Context: an optimization exercise on an open-source flow, tuned for small area, a short achievable clock period and few clock cycles per item. The choices shown serve that exercise and are no tape-out recipe. No functional check of the RTL was part of any run shown here.

==> flow/design.v, too long to show whole: its modules and the start of the top module <==
// module goertzel_power_detect: 2390 lines
module goertzel_power_detect #(
   parameter int OW       = 20,
   parameter int PW       = 2*OW+1,
   parameter int HOLD_ON  = 3,
   parameter int HOLD_OFF = 3
) (
   input  logic            i_clk,
   input  logic            i_rst,
   input  logic [2*OW-1:0] s_axis_tdata,
   input  logic            s_axis_tvalid,
   output logic            s_axis_tready,
   output logic [PW-1:0]   m_axis_tdata,
   output logic            m_axis_tuser,
   output logic            m_axis_tvalid,
   input  logic            m_axis_tready,
   input  logic [PW-1:0]   i_threshold,
   output logic            o_detect
);
  // ...
==> flow/run.sh <==
#!/bin/bash
# synth_recipe.tcl (not shown) runs the flow's synth.tcl, then flattens the netlist and writes it again
# the make line also repeats each setting of config.mk as NAME=value (left out here)
make -C /OpenROAD-flow-scripts/flow DESIGN_CONFIG=/design/flow/config.mk WORK_HOME=/design/flow/orfs CLKGATE_MAP_FILE= SYNTH_SCRIPT=/design/flow/synth_recipe.tcl finish
==> flow/config.mk <==
export PLATFORM = sky130hd
export DESIGN_NAME = goertzel_power_detect
export DESIGN_NICKNAME = goertzel_power_detect
export VERILOG_FILES = /design/flow/design.v
export SDC_FILE = /design/flow/constraint.sdc
export NUM_CORES = 4
export LEC_CHECK = 0
export CAP_MARGIN = 20
export CORE_MARGIN = 2
export CORE_UTILIZATION = 40
export SLEW_MARGIN = 20
==> flow/constraint.sdc <==
create_clock -name core_clock -period 8.0 [get_ports {i_clk}]
set_input_delay 1.6000 -clock core_clock [delete_from_list [all_inputs] [get_ports {i_clk}]]
set_output_delay 1.6000 -clock core_clock [all_outputs]
set_load 0.01 [all_outputs]
==> out/results.ini, run 1 <==
[status]
outcome=finished clean

[worst_hold_path]
whs_endpoint=r_v3

[setup_path]
cp_common_cell=fa_1
crit_buf_inv=4
required_ns=8.15
crit_fanout=10
crit_type=flop to flop

[logic_synthesis]
synthFlopType=edfxtp_1
yosys.area_share.xor_xnor_pct=2.02
synth_edf_count=82
syn_area_sq_mm=0.0169
synthMuxAreaShare_pct=0.0592
synth-seq-cells=87

[global_route]
antenna_found_initial=0
overflow=0
use_met1_pct=28.8
grt.total_usage_pct=23.5

[finish]
regMostFlops=r_pwr
final_common_cell=inv_1
final-clk-cell-share_pct=1.39
ff_latch_area_sq_mm=0.00256
final_cell_mix=inv_1, fa_1, nand2_1
multi_input_gates=1181
clock_buffers=10

[clock_network]
cts_tree=done
hold_buffers=0
clock-sinks=87

[placed_design]
globalplace.congestion=0.917

[floorplan]
num_tap_cells=539
die_area_sq_mm=0.0439
core_area_sq_mm=0.0419

[routing]
wl_per_cell_um=19.8
viasPerCell=5.06

[timing]
timing.hold.ws_ns=0.483

==> run 2, diff against run 1 <==
--- a/flow/design.v
+++ b/flow/design.v
@@ -13,17 +13,17 @@
    output logic [PW-1:0]   m_axis_tdata,
    output logic            m_axis_tuser,
    output logic            m_axis_tvalid,
    input  logic            m_axis_tready,
    input  logic [PW-1:0]   i_threshold,
    output logic            o_detect
 );
    localparam bit c_INREG  = 1'b1;
-   localparam bit c_MIDREG = 1'b0;
+   localparam bit c_MIDREG = 1'b1;
    localparam int c_HMAX = (HOLD_ON > HOLD_OFF) ? HOLD_ON : HOLD_OFF;
    localparam int c_CW   = (c_HMAX > 1) ? $clog2(c_HMAX) : 1;
    logic            w_en;
    logic            w_v1, w_v2;
    logic            r_v3;
    logic [OW-1:0]   x_re, x_im;
    logic [PW-1:0]   w_row_a, w_row_b;
    logic [PW-1:0]   w_ra, w_rb;
==> run 2 against run 1 <==
Utilization is 2.5 points lower. Hold slack improved by 0.0025 ns. Still clean. Design area grew 7.7%. Final cell count rose by 1.6%. Fmax is 54% higher. Register-to-register slack improved by 2.7 ns. Highest routed layer unchanged.
==> out/results.ini, run 2 <==
[status]
outcome=finished clean

[global_route]
grt.total_usage_pct=21.0  ; -2.5 points
antenna_found_initial=0  ; unchanged
overflow=0  ; unchanged
grt_max_degree=80
grt_pass1_wl_um=79200
first_global_vias=14194

[worst_hold_path]
whs_endpoint=r_v3
worst_hold_startpoint=g_mid.r_v2
worstHoldPathType=flop to flop
hold_depth=2

[logic_synthesis]
ys_types=62
synth_edf_count=161  ; +96%
yosys-top-cells-count=inv_1, fa_1, and2_1
synth-seq-cells=167  ; +92%
syn_area_sq_mm=0.0192  ; +13%
synth_cells=1813
yosysWarnings=1
synthFlopType=edfxtp_1
syn_nets=2358
yosysMostFrequentCell=inv_1
synthArstFlopShare_pct=0
synth_area_leaders=fa_1, edfxtp_1, ha_1
synth_top_cell_by_area=fa_1
ys_seq_area_share_pct=25.8
netlist.area_leader.share_pct=35.5
avgSynthCellArea_sq_um=10.6

[finish]
top_regs=r_pwr x41, g_mid.r_ra x40, g_mid.r_rb x39
fillers=4449
largest_reg_flops=41
fin_util_pct=45.6
design_area_sq_mm=0.0217
final_common_cell=inv_1
area_growth_pct=12.9
multi_input_area_sq_mm=0.0125
nets=2461
antenna_cells=0
regMostFlops=r_pwr
ff_latch_area_sq_mm=0.00495  ; +93%
final_cell_mix=inv_1, fa_1, and2_1
drive_gt1_share_pct=2.95

[setup_path]
crit_fanout=20  ; +10
reg2regPathDepth=10
critPathCaptureType=flop
required_ns=8.22  ; +0.07 ns
crit_arrival_ns=5.16
r2r_start=g_in.r_re[11]
reg2reg_to=g_mid.r_rb[21]
crit_type=flop to flop
regToRegSetupSlack_ns=3.06
crit_path_start_kind=flop

[job]
cap_viol_max_count=0

[routing]
viasPerCell=5.05  ; -0.19%
ant_nets=0
drtIter0Drc=749
wl_per_cell_um=19.3  ; -2.4%
drc_errors=0
wirelength_um=49200
vias=12840
drt-pass1-iter-count=5

[clock_network]
hold_buffers=0  ; unchanged
ctsLongestPathBuffers=2
path_clk_slew_ns=0.08
clock-sinks=167  ; +92%
cts_resized=0
numCtsBuffers=17
post-cts-setup-buffer-count=0
clk_latency_ns=0.48
cts_root_buffer=clkbuf_16
cts_tree=done
h-tree-depth=4

[placed_design]
post_dp_cell_area_sq_mm=0.0211
place_worst_setup_slack_ns=3.10
dpl.hpwl_um=35600
globalplace.congestion=0.873  ; -4.8%
io_buffer_count=129

[timing]
hold_viol=0
skew_ns=0.0213
finalCritPeriodShare_pct=61.8
max-slew-margin-rel_pct=28.0
fmax_mhz=202
setup_ws_ns=3.06
period_minus_slack_ns=4.94
rsz0062_at_grt=no
slew_viol_final=0
tns_ns=0
worst_pin_slew_ns=1.08
finalSetupViolCount=0

[floorplan]
rows=80
die_area_sq_mm=0.0497  ; +13%
die_x_um=223
fp.dieH_um=223
ios=130
core_area_sq_mm=0.0475  ; +14%
initial_core_util_pct=40.4

==> run 2: cell count changes after synthesis, moves of 9 or more <==
cell and change:
xnor2_1 -13, and2_1 +43, o21ai_0 +11, nand3_1 +9
edfxtp_1 +79, inv_1 -25, nand2_1 -41
==> run 2: critical path: stages (launching register included) <==
cell      delay [ns]
edfxtp_1        1.05
nand2_1         0.19
fa_1            0.50
fa_1            0.46
fa_1            0.42
fa_1            0.42
fa_1            0.40
fa_1            0.46
fa_1            0.49
inv_1           0.04
ha_1            0.26
==> run 2: cell families (layout without fill, tap and decap cells) <==
family / Yosys count / after routing / share of synthesized area [%]
buffers and inverters: 455 / 571 / 9.00
AND/OR/NAND/NOR: 536 / 536 / 14.7
flip-flops: 167 / 167 / 25.8
AO/OA/AOI/OAI: 161 / 161 / 5.61
adder cells (fa/ha/maj): 460 / 460 / 43.3
XOR/XNOR: 31 / 31 / 1.41
multiplexers: 3 / 3 / 0.163
==> run 2: per-layer routing <==
layer  track usage (%)  share of wire [%]
met1              27.4                 43
met3              4.73                6.9
met4              7.75                3.0
met2              34.2                 47
met5                 0                  0
==> run 2: cell type report <==
class	count	area share, %
sequential	167	22.9
inverter	395	6.84
clock buffer	18	1.98
multi-input combinational	1191	57.8
tap	615	3.55
clock inverter	14	0.525
timing repair buffer	144	6.48
==> run 2: how the worst max path moves through the flow <==
stage / cells past startpoint / to / startpoint / slack, ns
after floorplan: 2 / s_axis_tready / m_axis_tready / 0.14
after global placement: 3 / s_axis_tready / m_axis_tready / 3.13
after detailed placement: 15 / r_cnt[0] / g_mid.r_ra[3] / 3.10
after CTS: 15 / r_cnt[0] / g_mid.r_ra[3] / 3.10
after global routing: 16 / r_cnt[0] / g_mid.r_ra[2] / 2.72
final: 10 / g_mid.r_rb[21] / g_in.r_re[11] / 3.06
==> run 2: stage by stage <==
step	hold WS [ns]	instances
finish	0.485	2544
global route	0.507	2544
CTS	0.482	2544
detailed placement	0.471	2512
global placement	0.447	2512
floorplan	0.433	1813

what the ideal ports hide:
In the flow no input, the clock included, has a driving cell. The finished layouts below were timed again as built, in two steps. Step 1, drivers: a clkbuf_16 drives i_clk and a buf_2 each remaining input, both assumed. Step 2 adds t to the input delays and takes it off the output delays; t is the mean of the earliest and latest rising clock arrival at the registers after step 1. Input paths then give back, and output paths get back, about the clock's delay inside the block. Slacks: ideal ports / drivers / drivers and shift; pairs: ideal ports / drivers.
run | t, ns | setup slack, ns | latest minus earliest clock arrival (ns) | slew at the worst register clock pin (ns)
run 1 | 0.447 | 0.383 / 0.383 / 0.383 | 0.012 / 0.011 | 0.07 / 0.07
run 2 | 0.524 | 3.059 / 3.059 / 3.059 | 0.021 / 0.021 | 0.08 / 0.08
After both steps every run listed still meets setup and hold.
